This design comes from an exercise in tuning for small area, a short achievable clock period and few clock cycles per item on the open sky130 flow, not from production work.
Where RTL was checked, it was by simulation tests only, not by an equivalence proof against the original.

## cubic_bezier_point_generator
module cubic_bezier_point_generator
(
    input  logic clk,
    input  logic rst_n,
    input  logic in_valid,
    output logic in_ready,
    input  logic [127:0] in_data,
    output logic out_valid,
    input  logic out_ready,
    output logic [38:0]  out_data
);
Size: about 630 flip-flops.
Settings: LEC_CHECK=0, ABC_CLOCK_PERIOD_IN_PS=2000, CAP_MARGIN=20, CORE_MARGIN=2, CORE_UTILIZATION=40, SETUP_SLACK_MARGIN=5, SLEW_MARGIN=20; clock period 8.0 ns.
run.sh (not shown) runs the stock make flow with config.mk's settings and CLKGATE_MAP_FILE= SYNTH_SCRIPT=/design/flow/synth_recipe.tcl, a recipe that flattens the netlist after the stock synthesis.
The starting point finished with timing, DRC and antenna clean.
==> next run, changes <==
- ABC_CLOCK_PERIOD_IN_PS: 2000 -> 3000
- SETUP_SLACK_MARGIN: 5 -> 4.5
Effect: The new run finished clean; setup slack is worse by 0.047 ns; via count went down by about 2.6%; hold slack improved by 0.044 ns; core utilization shrinks by 2.1 points.
No functional check of the RTL was part of any run of this note.

---

Another version of the RTL of cubic_bezier_point_generator (not shown whole).
Size in the first run: about 170 I/O pins, roughly 0.048 mm² of cells after synthesis.
==> flow/design.v (excerpt) <==
module cubic_bezier_point_generator
(
    input  logic clk,
    input  logic rst_n,
    input  logic in_valid,
    output logic in_ready,
    input  logic [127:0] in_data,
    output logic out_valid,
    input  logic out_ready,
    output logic [38:0]  out_data
);
clock: 8.0 ns
lec_check: 0
cap_margin: 20
core_margin: 2
core_utilization: 40
slew_margin: 20
Edit:
- ABC_CLOCK_PERIOD_IN_PS: default -> 3500
- SETUP_SLACK_MARGIN: default -> 4.5
Outcome: Cell area rises by a little under a tenth; final cell count goes up by a few percent; setup slack is better by 0.98 ns; maximum frequency goes up by a quarter to a third; non-clock buffer count went up by 208; routed wire length rose by a little under a tenth.
Function was not checked in any run of this note: the RTL went through the layout flow alone.

---

Setup of rev 12:
Another version of the RTL of cubic_bezier_point_generator (not shown whole).
Size in the first run: roughly 5800 cells after synthesis.
make LEC_CHECK=0 ABC_AREA=1 ABC_CLOCK_PERIOD_IN_PS=3000 CAP_MARGIN=20 CORE_MARGIN=2 CORE_UTILIZATION=60 CTS_BUF_LIST=sky130_fd_sc_hd__clkbuf_16 CTS_CLUSTER_DIAMETER=100 CTS_CLUSTER_SIZE=25 SETUP_SLACK_MARGIN=5 SLEW_MARGIN=20 finish   # period 8.0 ns
Rev 12 | status: complete | timing, DRC, antenna: pass
--- input diff rev 12..rev 13 ---
- a deleted ABC_AREA that had been 1
--- outcome ---
- Between rev 13 and rev 12, register fraction of the total cell area is higher for rev 13, rev 12 comes in under that.
- [rev 13 vs rev 12] post-synthesis to final-layout area growth: higher in rev 13
- Looking at number of cells produced by synthesis, rev 13 sits 24% below rev 12.
- From rev 12 to rev 13 the numbers moved as follows: clock skew held; design area went down 1.7%.
No functional check of the RTL was part of any run of this note.

---

cubic_bezier_point_generator, a different RTL version from the one above (not shown whole).
Size: about 810 flip-flops, roughly 170 I/O pins, roughly 53000 sq um of cells after synthesis.
clock: 8.0 ns
lec_check: 0
abc_area: 1
abc_clock_period_in_ps: 3000
cap_margin: 20
core_margin: 2
core_utilization: 60
cts_buf_list: sky130_fd_sc_hd__clkbuf_8 sky130_fd_sc_hd__clkbuf_16
cts_cluster_diameter: 80
cts_cluster_size: 20
setup_slack_margin: 5
slew_margin: 20
Testbench counts at the start, summed over its fixed seeds: cycles 16,440, points 16,384.
Edit:
--- a/flow/config.mk
+++ b/flow/config.mk
@@ -10,8 +10,8 @@
 export CAP_MARGIN = 20
 export CORE_MARGIN = 2
-export CORE_UTILIZATION = 60
-export CTS_BUF_LIST = sky130_fd_sc_hd__clkbuf_8 sky130_fd_sc_hd__clkbuf_16
-export CTS_CLUSTER_DIAMETER = 80
-export CTS_CLUSTER_SIZE = 20
+export CORE_UTILIZATION = 66
+export CTS_BUF_LIST = sky130_fd_sc_hd__clkbuf_16
+export CTS_CLUSTER_DIAMETER = 100
+export CTS_CLUSTER_SIZE = 25
 export SETUP_SLACK_MARGIN = 5
 export SLEW_MARGIN = 20
The new run finished clean; critical path depth is unchanged; cell area decreases by 1.2%; area after synthesis stays the same; core utilization goes up by 5.9 points; sequential share of layout area is higher by 0.48 points; via count goes down by 0.35%; fmax fell by 2.1%.
Edit:
--- a/flow/config.mk
+++ b/flow/config.mk
@@ -10,8 +10,9 @@
 export CAP_MARGIN = 20
 export CORE_MARGIN = 2
-export CORE_UTILIZATION = 66
+export CORE_UTILIZATION = 60
 export CTS_BUF_LIST = sky130_fd_sc_hd__clkbuf_16
 export CTS_CLUSTER_DIAMETER = 100
 export CTS_CLUSTER_SIZE = 25
+export PLACE_DENSITY = 0.72
 export SETUP_SLACK_MARGIN = 5
 export SLEW_MARGIN = 20
What happened:
- worst hold slack barely changes
- cell area is about the same
- via count came out higher by 0.33%
Edit:
--- a/flow/config.mk
+++ b/flow/config.mk
@@ -14,5 +14,4 @@
 export CTS_CLUSTER_DIAMETER = 100
 export CTS_CLUSTER_SIZE = 25
-export PLACE_DENSITY = 0.72
 export SETUP_SLACK_MARGIN = 5
 export SLEW_MARGIN = 20
Outcome: The new run produced a clean layout; routed wire length stays flat; setup slack improved by 0.018 ns.

---

== lane 1 ==
cubic_bezier_point_generator, a different RTL version from the one above (not shown whole).
Size: ~820 flip-flops, ~0.050 sq mm of cells after synthesis.
==> flow/design.v (excerpt) <==
module cubic_bezier_point_generator
(
    input  logic clk,
    input  logic rst_n,
    input  logic in_valid,
    output logic in_ready,
    input  logic [127:0] in_data,
    output logic out_valid,
    input  logic out_ready,
    output logic [38:0]  out_data
);
    function automatic logic [7:0] booth(input logic [4:0] i);
        logic [2:0] one, two;
        logic [1:0] neg;
        logic [2:0] g;
        for (int k = 0; k < 3; k++)
        begin
            g[2] = (k < 2) ? i[2*k+1] : 1'b0;
            g[1] = i[2*k];
            g[0] = (k > 0) ? i[2*k-1] : 1'b0;
            one[k] = g[1] ^ g[0];
            two[k] = (g == 3'b100) || (g == 3'b011);
            if (k < 2)
                neg[k] = g[2];
        end
        booth = {one, two, neg};
    endfunction
    logic       a_v, b_v, c_v, d_v, e_v, f_v, o_v, s_v, rdy;
    logic [4:0] a_i, b_i, c_i, d_i, e_i, f_i;
    logic [7:0] b_bc, e_bc;
    logic       fire, a_free, o_load, f_fire;
    assign fire     = !s_v;
    assign a_free   = !a_v || (a_i == 5'd31);
    assign in_ready = rdy;
    assign o_load   = !o_v || out_ready;
    assign f_fire   = fire && f_v;
    always_ff @(posedge clk or negedge rst_n)
    begin
        if (!rst_n)
        begin
            a_v <= 1'b0;
            b_v <= 1'b0;
            c_v <= 1'b0;
            d_v <= 1'b0;
            e_v <= 1'b0;
            f_v <= 1'b0;
            o_v <= 1'b0;
            s_v <= 1'b0;
            rdy <= 1'b1;
        end
        else
        begin
  ...
clock: 8.0 ns
lec_check: 0
abc_clock_period_in_ps: 3000
cap_margin: 20
core_margin: 2
core_utilization: 70
cts_buf_list: sky130_fd_sc_hd__clkbuf_16
cts_cluster_diameter: 100
cts_cluster_size: 25
setup_slack_margin: 5
slew_margin: 20
Testbench counts of lane 1, summed over its fixed seeds: cycles 16,440, points 16,384.
diff inputs: lane 1 => lane 2
Settings: ABC_AREA: unset -> 1; CORE_UTILIZATION: 70 -> 60; PLACE_DENSITY: unset -> 0.72.
--- outcome ---
Per the comparison of lane 2 with lane 1, cell area moved up, final cycle utilization of the critical path moved down.
Lane 2 vs. lane 1: met3 track demand over resource in global routing shows a reduction of 0.43 points; setup slack shows an increase of 0.29 ns; number of gates resized after cts shows a reduction of about 65%; number of sinks handled by clock tree synthesis shows no meaningful change.
Modified inputs, lane 3 compared to lane 2
Settings: ABC_CLOCK_PERIOD_IN_PS changed from 3000 to 2500; ABC_AREA removed (was 1); CORE_UTILIZATION changed from 60 to 40; PLACE_DENSITY removed (was 0.72).
- Lane 3 completed every stage of the flow, and the final layout passed the timing, DRC and antenna checks.
- Relative to lane 2, the total nets after synthesis measured on lane 3 has decreased by more than 10%.
- Lane 2 → lane 3: post-layout worst setup margin now smaller.
- Measured against each other, lane 3 and lane 2 differ in part of the cycle the worst path needs, the lower figure coming from lane 2.
- Met3 track demand over resource in lane 3 vs lane 2: down 0.94 points
- Looking at clock-buffer cell count, lane 3 sits 4.9% higher than lane 2 does.
diff inputs: lane 3 => lane 4
Settings: ABC_AREA now 1, previously not set; ABC_CLOCK_PERIOD_IN_PS now 3000, was 2500; CORE_UTILIZATION now 60, was 40.
Findings:
- Lane 3 went all the way through the flow, and no timing, DRC or antenna check failed.
- Looking at the reports, lane 4 completed the entire flow and the layout it produced met the timing, DRC and antenna checks.
- From lane 3 to lane 4 the numbers moved as follows: standard-cell row count moved down, number of fill cells fell 4379, number of antenna cells inserted rose 1, setup slack on the worst flop-to-flop path increased 0.19 ns.
- [lane 4] routed length per placed instance fell 6.5% relative to lane 3
- Lane 4 vs. lane 3: clock skew went up; worst setup slack went up; area of the mapped netlist went up; number of synthesized flops with an enable pin did not really move.
- sky130_fd_sc_hd__nand2_1 as the most frequent standard cell in the layout excluding fill and tap cells was reported by lane 4, and sky130_fd_sc_hd__edfxtp_1 by lane 3.
- The maximum fanout count along the critical path number comes out lower for lane 3 vs lane 4.
Input changes introduced in lane 5 (baseline for comparison: lane 4):
Settings: a deleted ABC_AREA that had been 1.
Notes after the runs:
Lane 5 reports its cell type of the slowest stage on the worst timing path as sky130_fd_sc_hd__fa_2 while lane 4 reports sky130_fd_sc_hd__clkdlybuf4s50_1. Lane 5 ended up with met4 as its uppermost layer routed; lane 4 ended up with met5. Comparing lane 5 and lane 4, post-detailed-routing wire length is higher on lane 4. Summary of lane 5 over lane 4: number of tap cells inserted now sits lower; worst setup slack before clock tree synthesis now smaller; number of resized instances in the post-cts repair step saw an increase; total inserted antenna cells increased 2. Lane 5 vs. lane 4: required time reported for the critical path endpoint fell 0.02 ns; final instance area fell 2.7%; synthesized netlist net count fell 18%.

-- port drivers added, routing unchanged --
The flow's constraints put no driver on any port. The routed layouts listed below were extracted and timed again, unchanged, in two steps. Step 1, drivers: a clkbuf_16 drives clk and a buf_2 each remaining input, both assumed. Step 2 times the ports against the registers' clock, not the clock port: input delays grow and output delays shrink by t, the midpoint of the rising clock arrivals with the driver on. Slacks: ideal / step 1 / step 2; pairs: ideal / step 1.
| run | t (ns) | setup WS [ns] | worst register clock-pin slew, ns |
|---|---|---|---|
| the first run of note 1 | 0.711 | 3.972 / 3.972 / 3.972 | 0.06 / 0.06 |
| the second run of note 1 | 0.710 | 3.925 / 3.925 / 3.925 | 0.07 / 0.07 |
| the first run of note 2 | 0.718 | 3.011 / 3.011 / 3.011 | 0.06 / 0.06 |
| the second run of note 2 | 0.703 | 3.987 / 3.987 / 3.987 | 0.07 / 0.07 |
| rev 12 | 0.704 | 5.006 / 5.011 / 4.352 | 0.11 / 0.11 |
| rev 13 | 0.678 | 4.915 / 4.920 / 4.258 | 0.11 / 0.11 |
| the first run of note 4 | 0.693 | 5.040 / 4.974 / 4.379 | 0.09 / 0.09 |
| the second run of note 4 | 0.676 | 4.977 / 4.986 / 4.313 | 0.11 / 0.11 |
| the third run of note 4 | 0.666 | 5.007 / 5.013 / 4.384 | 0.11 / 0.11 |
| the fourth run of note 4 | 0.675 | 5.025 / 4.986 / 4.386 | 0.11 / 0.11 |
| lane 1 | 0.667 | 4.715 / 4.722 / 4.056 | 0.11 / 0.11 |
| lane 2 | 0.654 | 5.001 / 5.034 / 4.380 | 0.11 / 0.11 |
| lane 3 | 0.702 | 4.793 / 4.795 / 4.093 | 0.11 / 0.11 |
| lane 4 | 0.669 | 4.992 / 4.936 / 4.340 | 0.11 / 0.11 |
| lane 5 | 0.670 | 4.844 / 4.849 / 4.182 | 0.11 / 0.11 |
After both steps every run listed still meets setup and hold. For lane 3, which loses most, drivers alone change the setup slack by +0.002 ns; drivers and shift together by -0.700 ns.
